From an optimization exercise on the open Yosys and OpenROAD flow, aimed at small area, a short achievable clock period and few clock cycles per item; shortcuts taken in it are not production practice. In this exercise RTL edits were held to simulation tests only and were not proved equivalent to the original. Power figures rest on the tool's default switching activity, not on a simulated workload.

<file path="run.sh">
#!/bin/bash
# synth_recipe.tcl (not shown) runs the flow's synth.tcl, then flattens the netlist and writes it again
# the make line also repeats each setting of config.mk as NAME=value (left out here)
make -C /OpenROAD-flow-scripts/flow DESIGN_CONFIG=/design/flow/config.mk WORK_HOME=/design/flow/orfs CLKGATE_MAP_FILE= SYNTH_SCRIPT=/design/flow/synth_recipe.tcl finish
</file>
<file path="config.mk">
export PLATFORM = sky130hd
export DESIGN_NAME = k_way_min_merge
export DESIGN_NICKNAME = k_way_min_merge
export VERILOG_FILES = /design/flow/design.v
export SDC_FILE = /design/flow/constraint.sdc
export NUM_CORES = 4
export LEC_CHECK = 0
export CAP_MARGIN = 20
export CORE_MARGIN = 2
export CORE_UTILIZATION = 40
export PLACE_DENSITY = 0.6
export SLEW_MARGIN = 20
</file>
<file path="constraint.sdc">
create_clock -name core_clock -period 8.0 [get_ports {i_clk}]
set_input_delay 1.6000 -clock core_clock [delete_from_list [all_inputs] [get_ports {i_clk}]]
set_output_delay 1.6000 -clock core_clock [all_outputs]
set_load 0.01 [all_outputs]
</file>
<file path="design.v">
`timescale 1ns / 1ps
package kwm_pkg;
    localparam int DEF_MAX_TAPES = 16;
    localparam int DEF_KEY_BITS  = 14;
    localparam int ID_W          = 27;
    localparam int CFG_W         = 5;
    typedef enum logic {
        S_IDLE,
        S_INSERT
    } t_state;
    typedef enum logic [1:0] {
        OP_HOLD,
        OP_REMOVE,
        OP_INSERT,
        OP_CLEAR
    } t_cell_op;
    typedef struct packed {
        logic removed;   
        logic placed;    
    } t_link;
endpackage
`timescale 1ns / 1ps
module kwm_cell #(
    parameter int KEY_BITS = kwm_pkg::DEF_KEY_BITS,
    parameter int TAPE_W   = 4
) (
    input  logic                i_clk,
    input  logic                i_rst_n,
    input  kwm_pkg::t_cell_op            i_op,
    input  logic [TAPE_W-1:0]   i_req_tape,
    input  logic [KEY_BITS-1:0] i_req_key,
    input  logic [kwm_pkg::ID_W-1:0]     i_req_id,
    input  kwm_pkg::t_link               i_link,
    output kwm_pkg::t_link               o_link,
    input  logic                i_left_valid,
    input  logic [KEY_BITS-1:0] i_left_key,
    input  logic [kwm_pkg::ID_W-1:0]     i_left_id,
    input  logic [TAPE_W-1:0]   i_left_tape,
    input  logic                i_right_valid,
    input  logic [KEY_BITS-1:0] i_right_key,
    input  logic [kwm_pkg::ID_W-1:0]     i_right_id,
    input  logic [TAPE_W-1:0]   i_right_tape,
    output logic                o_valid,
    output logic [KEY_BITS-1:0] o_key,
    output logic [kwm_pkg::ID_W-1:0]     o_id,
    output logic [TAPE_W-1:0]   o_tape
);
    logic                r_valid;
    logic [KEY_BITS-1:0] r_key;
    logic [kwm_pkg::ID_W-1:0]     r_id;
    logic [TAPE_W-1:0]   r_tape;
    logic                n_valid;
    logic [KEY_BITS-1:0] n_key;
    logic [kwm_pkg::ID_W-1:0]     n_id;
    logic [TAPE_W-1:0]   n_tape;
    logic match;
    logic new_first;
    assign match     = r_valid && (r_tape == i_req_tape);
    assign new_first = !r_valid || (i_req_key < r_key)
                       || ((i_req_key == r_key) && (i_req_tape < r_tape));
    assign o_link.removed = i_link.removed | match;
    assign o_link.placed  = i_link.placed | new_first;
    always_comb begin
        n_valid = r_valid;
        n_key   = r_key;
        n_id    = r_id;
        n_tape  = r_tape;
        case (i_op)
            kwm_pkg::OP_HOLD: begin
            end
            kwm_pkg::OP_REMOVE: begin
                if (o_link.removed) begin
                    n_valid = i_right_valid;
                    n_key   = i_right_key;
                    n_id    = i_right_id;
                    n_tape  = i_right_tape;
                end
            end
            kwm_pkg::OP_INSERT: begin
                if (i_link.placed) begin
                    n_valid = i_left_valid;
                    n_key   = i_left_key;
                    n_id    = i_left_id;
                    n_tape  = i_left_tape;
                end else if (new_first) begin
                    n_valid = 1'b1;
                    n_key   = i_req_key;
                    n_id    = i_req_id;
                    n_tape  = i_req_tape;
                end
            end
            kwm_pkg::OP_CLEAR: begin
                n_valid = 1'b0;
            end
            default: begin
            end
        endcase
    end
    always_ff @(posedge i_clk) begin
        if (!i_rst_n) begin
            r_valid <= 1'b0;
        end else begin
            r_valid <= n_valid;
        end
    end
    always_ff @(posedge i_clk) begin
        r_key  <= n_key;
        r_id   <= n_id;
        r_tape <= n_tape;
    end
    assign o_valid = r_valid;
    assign o_key   = r_key;
    assign o_id    = r_id;
    assign o_tape  = r_tape;
endmodule
`timescale 1ns / 1ps
module k_way_min_merge #(
    parameter int MAX_TAPES = kwm_pkg::DEF_MAX_TAPES,
    parameter int KEY_BITS  = kwm_pkg::DEF_KEY_BITS,
    localparam int TAPE_W   = $clog2(MAX_TAPES),
    localparam int CNT_W    = $clog2(MAX_TAPES + 1)
) (
    input  logic                i_clk,
    input  logic                i_rst_n,
    input  logic                start,
    output logic                busy,
    input  logic [TAPE_W-1:0]   i_tape,
    input  logic [KEY_BITS-1:0] i_key,
    input  logic [kwm_pkg::ID_W-1:0]     i_record_id,
    input  logic                i_tape_ended,
    output logic                o_strobe,
    output logic [KEY_BITS-1:0] o_key_res,
    output logic [kwm_pkg::ID_W-1:0]     o_record_id_res,
    output logic [TAPE_W-1:0]   o_source_tape,
    output logic                o_done_res,
    input  logic                i_cfg_valid,
    output logic                o_cfg_ready,
    input  logic [kwm_pkg::CFG_W-1:0]    i_cfg_data
);
    kwm_pkg::t_state                r_state, n_state;
    logic [CNT_W-1:0]      r_count;
    logic [MAX_TAPES-1:0]  r_reported;
    logic                  r_merging;
    logic [TAPE_W-1:0]     r_pend;
    logic [TAPE_W-1:0]     r_req_tape;
    logic [KEY_BITS-1:0]   r_req_key;
    logic [kwm_pkg::ID_W-1:0]       r_req_id;
    logic                  r_req_ended;
    logic                  r_do_emit;
    logic                  r_strobe;
    logic [KEY_BITS-1:0]   r_out_key;
    logic [kwm_pkg::ID_W-1:0]       r_out_id;
    logic [TAPE_W-1:0]     r_out_tape;
    logic                  r_out_done;
    kwm_pkg::t_cell_op              cell_op;
    logic [TAPE_W-1:0]     req_tape;
    logic                  cfg_go;
    logic                  item_ok;
    logic                  item_go;
    logic                  all_rep;
    logic [CNT_W-1:0]      cfg_count;
    logic                  head_new;
    logic                  head_valid;
    logic [1:0]            link [MAX_TAPES+1];
    logic [MAX_TAPES:0]    cell_valid;
    logic [KEY_BITS-1:0]   cell_key  [MAX_TAPES+1];
    logic [kwm_pkg::ID_W-1:0]       cell_id   [MAX_TAPES+1];
    logic [TAPE_W-1:0]     cell_tape [MAX_TAPES+1];
    assign cfg_go  = i_cfg_valid && o_cfg_ready;
    assign item_ok = (CNT_W'(i_tape) < r_count)
                     && (!r_merging || (i_tape == r_pend));
    assign item_go = start && !busy && item_ok;
    always_comb begin
        all_rep = 1'b1;
        for (int i = 0; i < MAX_TAPES; i++) begin
            if (!(r_reported[i] || (TAPE_W'(i) == i_tape)
                  || (CNT_W'(i) >= r_count))) begin
                all_rep = 1'b0;
            end
        end
    end
    always_comb begin
        if (i_cfg_data == '0) begin
            cfg_count = CNT_W'(1);
        end else if (int'(i_cfg_data) > MAX_TAPES) begin
            cfg_count = CNT_W'(MAX_TAPES);
        end else begin
            cfg_count = CNT_W'(i_cfg_data);
        end
    end
    always_comb begin
        n_state = r_state;
        case (r_state)
            kwm_pkg::S_IDLE:   if (item_go) n_state = kwm_pkg::S_INSERT;
            kwm_pkg::S_INSERT: n_state = kwm_pkg::S_IDLE;
            default:  n_state = kwm_pkg::S_IDLE;
        endcase
    end
    always_comb begin
        busy     = 1'b0;
        cell_op  = kwm_pkg::OP_HOLD;
        req_tape = i_tape;
        case (r_state)
            kwm_pkg::S_IDLE: begin
                if (cfg_go) begin
                    cell_op = kwm_pkg::OP_CLEAR;
                end else if (item_go) begin
                    cell_op = kwm_pkg::OP_REMOVE;
                end
            end
            kwm_pkg::S_INSERT: begin
                busy     = 1'b1;
                req_tape = r_req_tape;
                if (!r_req_ended) begin
                    cell_op = kwm_pkg::OP_INSERT;
                end
            end
            default: begin
            end
        endcase
    end
    assign o_cfg_ready = !busy && !start;
    assign link[0]          = '0;
    assign cell_valid[MAX_TAPES] = 1'b0;
    assign cell_key[MAX_TAPES]   = '0;
    assign cell_id[MAX_TAPES]    = '0;
    assign cell_tape[MAX_TAPES]  = '0;
    for (genvar g = 0; g < MAX_TAPES; g++) begin : g_cell
        logic                lv;
        logic [KEY_BITS-1:0] lk;
        logic [kwm_pkg::ID_W-1:0]     li;
        logic [TAPE_W-1:0]   lt;
        if (g == 0) begin : g_head
            assign lv = 1'b0;
            assign lk = '0;
            assign li = '0;
            assign lt = '0;
        end else begin : g_body
            assign lv = cell_valid[g-1];
            assign lk = cell_key[g-1];
            assign li = cell_id[g-1];
            assign lt = cell_tape[g-1];
        end
        kwm_cell #(
            .KEY_BITS (KEY_BITS),
            .TAPE_W   (TAPE_W)
        ) u_cell (
            .i_clk         (i_clk),
            .i_rst_n       (i_rst_n),
            .i_op          (cell_op),
            .i_req_tape    (req_tape),
            .i_req_key     (r_req_key),
            .i_req_id      (r_req_id),
            .i_link        (link[g]),
            .o_link        (link[g+1]),
            .i_left_valid  (lv),
            .i_left_key    (lk),
            .i_left_id     (li),
            .i_left_tape   (lt),
            .i_right_valid (cell_valid[g+1]),
            .i_right_key   (cell_key[g+1]),
            .i_right_id    (cell_id[g+1]),
            .i_right_tape  (cell_tape[g+1]),
            .o_valid       (cell_valid[g]),
            .o_key         (cell_key[g]),
            .o_id          (cell_id[g]),
            .o_tape        (cell_tape[g])
        );
    end
    assign head_new   = !r_req_ended && link[1][0];
    assign head_valid = head_new || cell_valid[0];
    always_ff @(posedge i_clk) begin
        if (!i_rst_n) begin
            r_state    <= kwm_pkg::S_IDLE;
            r_count    <= CNT_W'(1);
            r_reported <= '0;
            r_merging  <= 1'b0;
            r_pend     <= '0;
            r_do_emit  <= 1'b0;
            r_strobe   <= 1'b0;
        end else begin
            r_state  <= n_state;
            r_strobe <= (r_state == kwm_pkg::S_INSERT) && r_do_emit;
            if (cfg_go) begin
                r_count    <= cfg_count;
                r_reported <= '0;
                r_merging  <= 1'b0;
                r_pend     <= '0;
            end else if (item_go) begin
                r_do_emit <= r_merging || all_rep;
                if (!r_merging) begin
                    r_reported[i_tape] <= 1'b1;
                end
            end else if ((r_state == kwm_pkg::S_INSERT) && r_do_emit) begin
                if (head_valid) begin
                    r_merging <= 1'b1;
                    r_pend    <= head_new ? r_req_tape : cell_tape[0];
                end else begin
                    r_merging  <= 1'b0;
                    r_reported <= '0;
                    r_pend     <= '0;
                end
            end
        end
    end
    always_ff @(posedge i_clk) begin
        if (item_go) begin
            r_req_tape  <= i_tape;
            r_req_key   <= i_key;
            r_req_id    <= i_record_id;
            r_req_ended <= i_tape_ended;
        end
        if (r_state == kwm_pkg::S_INSERT) begin
            r_out_done <= !head_valid;
            if (!head_valid) begin
                r_out_key  <= '0;
                r_out_id   <= '0;
                r_out_tape <= '0;
            end else if (head_new) begin
                r_out_key  <= r_req_key;
                r_out_id   <= r_req_id;
                r_out_tape <= r_req_tape;
            end else begin
                r_out_key  <= cell_key[0];
                r_out_id   <= cell_id[0];
                r_out_tape <= cell_tape[0];
            end
        end
    end
    assign o_strobe        = r_strobe;
    assign o_key_res       = r_out_key;
    assign o_record_id_res = r_out_id;
    assign o_source_tape   = r_out_tape;
    assign o_done_res      = r_out_done;
endmodule
</file>
==> qor.txt <==
Hold Path Sink: r_reported[6]$_SDFFE_PP0P_
Layout fillers: 11,900
CTS Root Cell: clkbuf_16
vias in the first global route: 36,600
clock power share: 34.5%
VDD IR max: 0.164 mV
most used cell, CP: buf_4
Avg Inst Size Synth: 10.3 µm²
Antenna Cells: 0
die width: 356 µm
Vias: 35,400
Setup crit start kind: input port
clock slew at reported path FFs: 0.06 ns
Post-synth top flop: edfxtp_1
worst reg2reg setup slack: 2.58 ns
fmax: 0.160 GHz
pin count of the biggest net entering global routing: 245
# clock sinks: 857
Mapped Cells: 4,826
Final GP Congestion: 0.871
Internal Pwr Total: 0.00935 W
Max Slew Vio Count: 0
crit-path max FO: 47
initial antenna violation count: 1
Comb pwr share: 16.9%
YS warnings: 10
Final HPWL DP: 87,900 µm
post-synth cell types: 75
CP delay by family, top: buffers and inverters
grt total ovfl: 0
Least-Margin Pin Slew: 1.10 ns
routed len/inst: 19.6 µm
main area contributors after synthesis: edfxtp_1, mux2i_1, ha_1, nand2_1, o21ai_0
post-cts sizing count: 0
final setup TNS: 0 ns
Reg-to-Reg Start: r_state$_SDFF_PP0_
Vias/cell: 5.46
drt pass-1 iters: 5
CTS tree: yes
Worst Hold Class: flip-flop to flip-flop
relative slew slack: 26.8%
residual DRC count: 0
CP max stage cell: clkdlybuf4s50_1
pwr/cell area: 238 nW/µm²
Crit path arrival time: 6.55 ns
final WL: 127,000 µm
Starting Density: 40.2%
post-synthesis sequential area ratio: 51.1%
R2R cell count: 14
status: no timing/DRC/antenna violations
CORE AREA: 123,000 µm²
Final period util: 78.1%
Layout Nets: 5,115
I/O pin count: 104
die height: 356 µm
clock skew: 0.0244 ns
Final Hold Violating Endpoints: 0
Inst Count DP: 6,302
die area: 127,000 µm²
Synth area leader: edfxtp_1
Post-DRT Antenna Nets: 0
port bufs: 103
first-pass GRT wire length: 202,000 µm
Skew-Pair Late Insertion Delay: 0.68 ns
slowest stage delay, CP: 0.89 ns
NetSw: 0.00383 W
area of the multi-input gates: 21,800 µm²
non-filler cells, final: 6,476
setup bufs post-CTS: 0
hold path startpoint: r_reported[6]$_SDFFE_PP0P_
Worst Setup End Kind: flip-flop
Post-synth EDFFs: 812
sw frac: 29.1%
maximum clock path buffer count: 3
syn nets: 5,180
Final min period: 6.25 ns
leakage: 22.6 nW
worst path bufs/invs: 3
register area: 25,300 µm²
gr usage total: 19.8%
H-tree depth: 3
ys async rst share: 0%
maxcap violations: 0
Final Setup Violations: 0
Synth top area share: 49.2%
layout cells sized above 1: 5.79%
R2R Path End: g_cell[7].u_cell.r_id[11]$_DFFE_PP_
TritonCTS Buffers: 94
Reg power frac: 48.6%
Mapped Area: 49,500 µm²
RSZ-0062 raised after global routing: no
Area growth, synth to finish: 11.6%
hold_buf cts: 0
CP Class: input port to flip-flop
1st-iter DRT viols: 2,792
row count: 129
CP Cell Sequence: clkdlybuf4s50_1, mux2_2, ha_1, a21oi_1, o2111a_1, or3b_1, o211a_1, and4_1, nand3_4, buf_4, o21ai_0, nor2_4, buf_4
Hold Path Stages: 2
CP required: 8.30 ns
Seq cells post-synth: 857
## synth_stat cells, drive strengths merged, types with 7 or more instances
cell type	count
and3	21
and4	7
o21ai	689
mux2i	637
nand2b	10
a211o	7
a21oi	200
nand4	37
edfxtp	812
nor2b	17
nand2	924
or3	8
dfxtp	45
o211ai	11
nor4	8
buf	78
a21o	32
a31oi	30
nand3	57
nor2	160
inv	297
a211oi	19
o31ai	7
ha	299
o21a	21
clkbuf	274
nor3	19
## kinds of logic after synthesis
group,after synthesis,share of synthesized area (%)
buffers and inverters,652,5.54
adders and majority gates,299,7.55
xor gates and xnor gates,4,0.0707
DFF,857,51.1
and+or+nand+nor,1297,10.9
muxes,638,12.9
AOI/OAI and AO/OA,1079,12.0
## worst reg2reg max path, delay by kind of cell (launching register included)
family,cells,cell delay [ns]
AO/OA/AOI/OAI,5,1.53
adder cells (fa/ha/maj),1,0.24
buffers and inverters,4,1.71
flip-flops,1,0.93
AND/OR/NAND/NOR,4,0.60
## flip-flops by register name, summed over array words and instances (netlist names)
register,count
g_cell.u_cell.r_id,432
g_cell.u_cell.r_key,224
g_cell.u_cell.r_tape,64
g_cell.u_cell.r_valid,16
r_count,5
r_do_emit,1
r_merging,1
r_out_done,1
r_out_id,27
r_out_key,14
r_out_tape,4
r_pend,4
r_reported,16
r_req_ended,1
r_req_id,27
r_req_key,14
r_req_tape,4
r_state,1
r_strobe,1
## worst max path at each step
stage / start / slack [ns] / end / depth (start not counted)
floorplan: i_tape[3] / 0.35 / g_cell[15].u_cell.r_id[0]$_SDFFCE_PN0P_ / 15
global placement: i_tape[2] / 1.22 / g_cell[4].u_cell.r_id[13]$_DFFE_PP_ / 13
detailed placement: i_tape[2] / 1.13 / g_cell[4].u_cell.r_id[17]$_DFFE_PP_ / 13
CTS: i_tape[2] / 1.83 / g_cell[7].u_cell.r_id[11]$_DFFE_PP_ / 12
global route: i_tape[2] / 1.46 / g_cell[7].u_cell.r_id[22]$_DFFE_PP_ / 12
finish: i_tape[2] / 1.75 / g_cell[4].u_cell.r_id[22]$_DFFE_PP_ / 13
## routing by layer
layer  up-vias  track usage, %  part of all wire, %
li1      17200               -                    -
met1     17400            26.3                   45
met2       693            33.8                   49
met3       156            2.22                  3.8
met4         2            5.76                  2.6
met5         -               0                0.010
## final cells by class
cell class              count  share of cell area, %
flip-flops and latches    857                   45.8
multi-input cells        3317                   39.5
clock buffers             121                   4.70
well taps                1637                   3.71
repair buffers            191                   3.17
inverters                 300                   2.04
clock inverters            53                   1.08
## power by group through the flow
| stage | logic [W] | clock network (W) | registers (W) |
|---|---|---|---|
| floorplan | 0.00158 | 0 | 0.00627 |
| global placement | 0.00215 | 0 | 0.00651 |
| detailed placement | 0.00222 | 0 | 0.00650 |
| CTS | 0.00224 | 0.00464 | 0.00642 |
| global route | 0.00257 | 0.00480 | 0.00649 |
| finish | 0.00223 | 0.00454 | 0.00641 |
## metrics by stage
stage	utilization (%)	hold WS, ns	worst slack [ns]	area (µm²)	total power, W
floorplan	-	0.437	0.346	49600	0.00785
global placement	42.2	0.453	1.22	52000	0.00865
detailed placement	42.2	0.459	1.13	52000	0.00872
CTS	44.8	0.477	1.83	55200	0.0133
global route	44.8	0.498	1.46	55300	0.0138
finish	44.8	0.472	1.75	55300	0.0132
## placed cells by master (no fill, tap or decap), types with 98 or more instances in the layout
master	instances
nor2_1	150
edfxtp_1	812
inv_1	296
o21ai_1	227
a21oi_1	195
mux2i_1	637
clkbuf_16	98
o21ai_0	460
ha_1	299
nand2_1	922
clkdlybuf4s50_1	103
Testbench counts, summed over its fixed seeds: cycles 11,134, items 5,531.

-- separate check: timing with driven ports --
The flow's constraints put no driver on any port. The routed layout listed below was extracted and timed again, unchanged, in two steps. Step 1 sets driving cells, clkbuf_16 on the clock port and buf_2 on the other inputs (assumed; they add their load-dependent delay and slew). Step 2 also shifts input and output timing later by t, the mid clock arrival at the registers, as if the neighbouring blocks saw the same clock. Slacks: ideal / step 1 / step 2; pairs: ideal / step 1.
t (ns): 0.734
setup slack, ns: 1.751 / 1.794 / 1.059
worst hold slack (ns): 0.472 / 0.472 / 0.472
worst setup path at the end: input to register
After both steps setup and hold are still met in this run. The setup slack of this run moves by +0.043 ns with the drivers and by -0.692 ns with both steps.
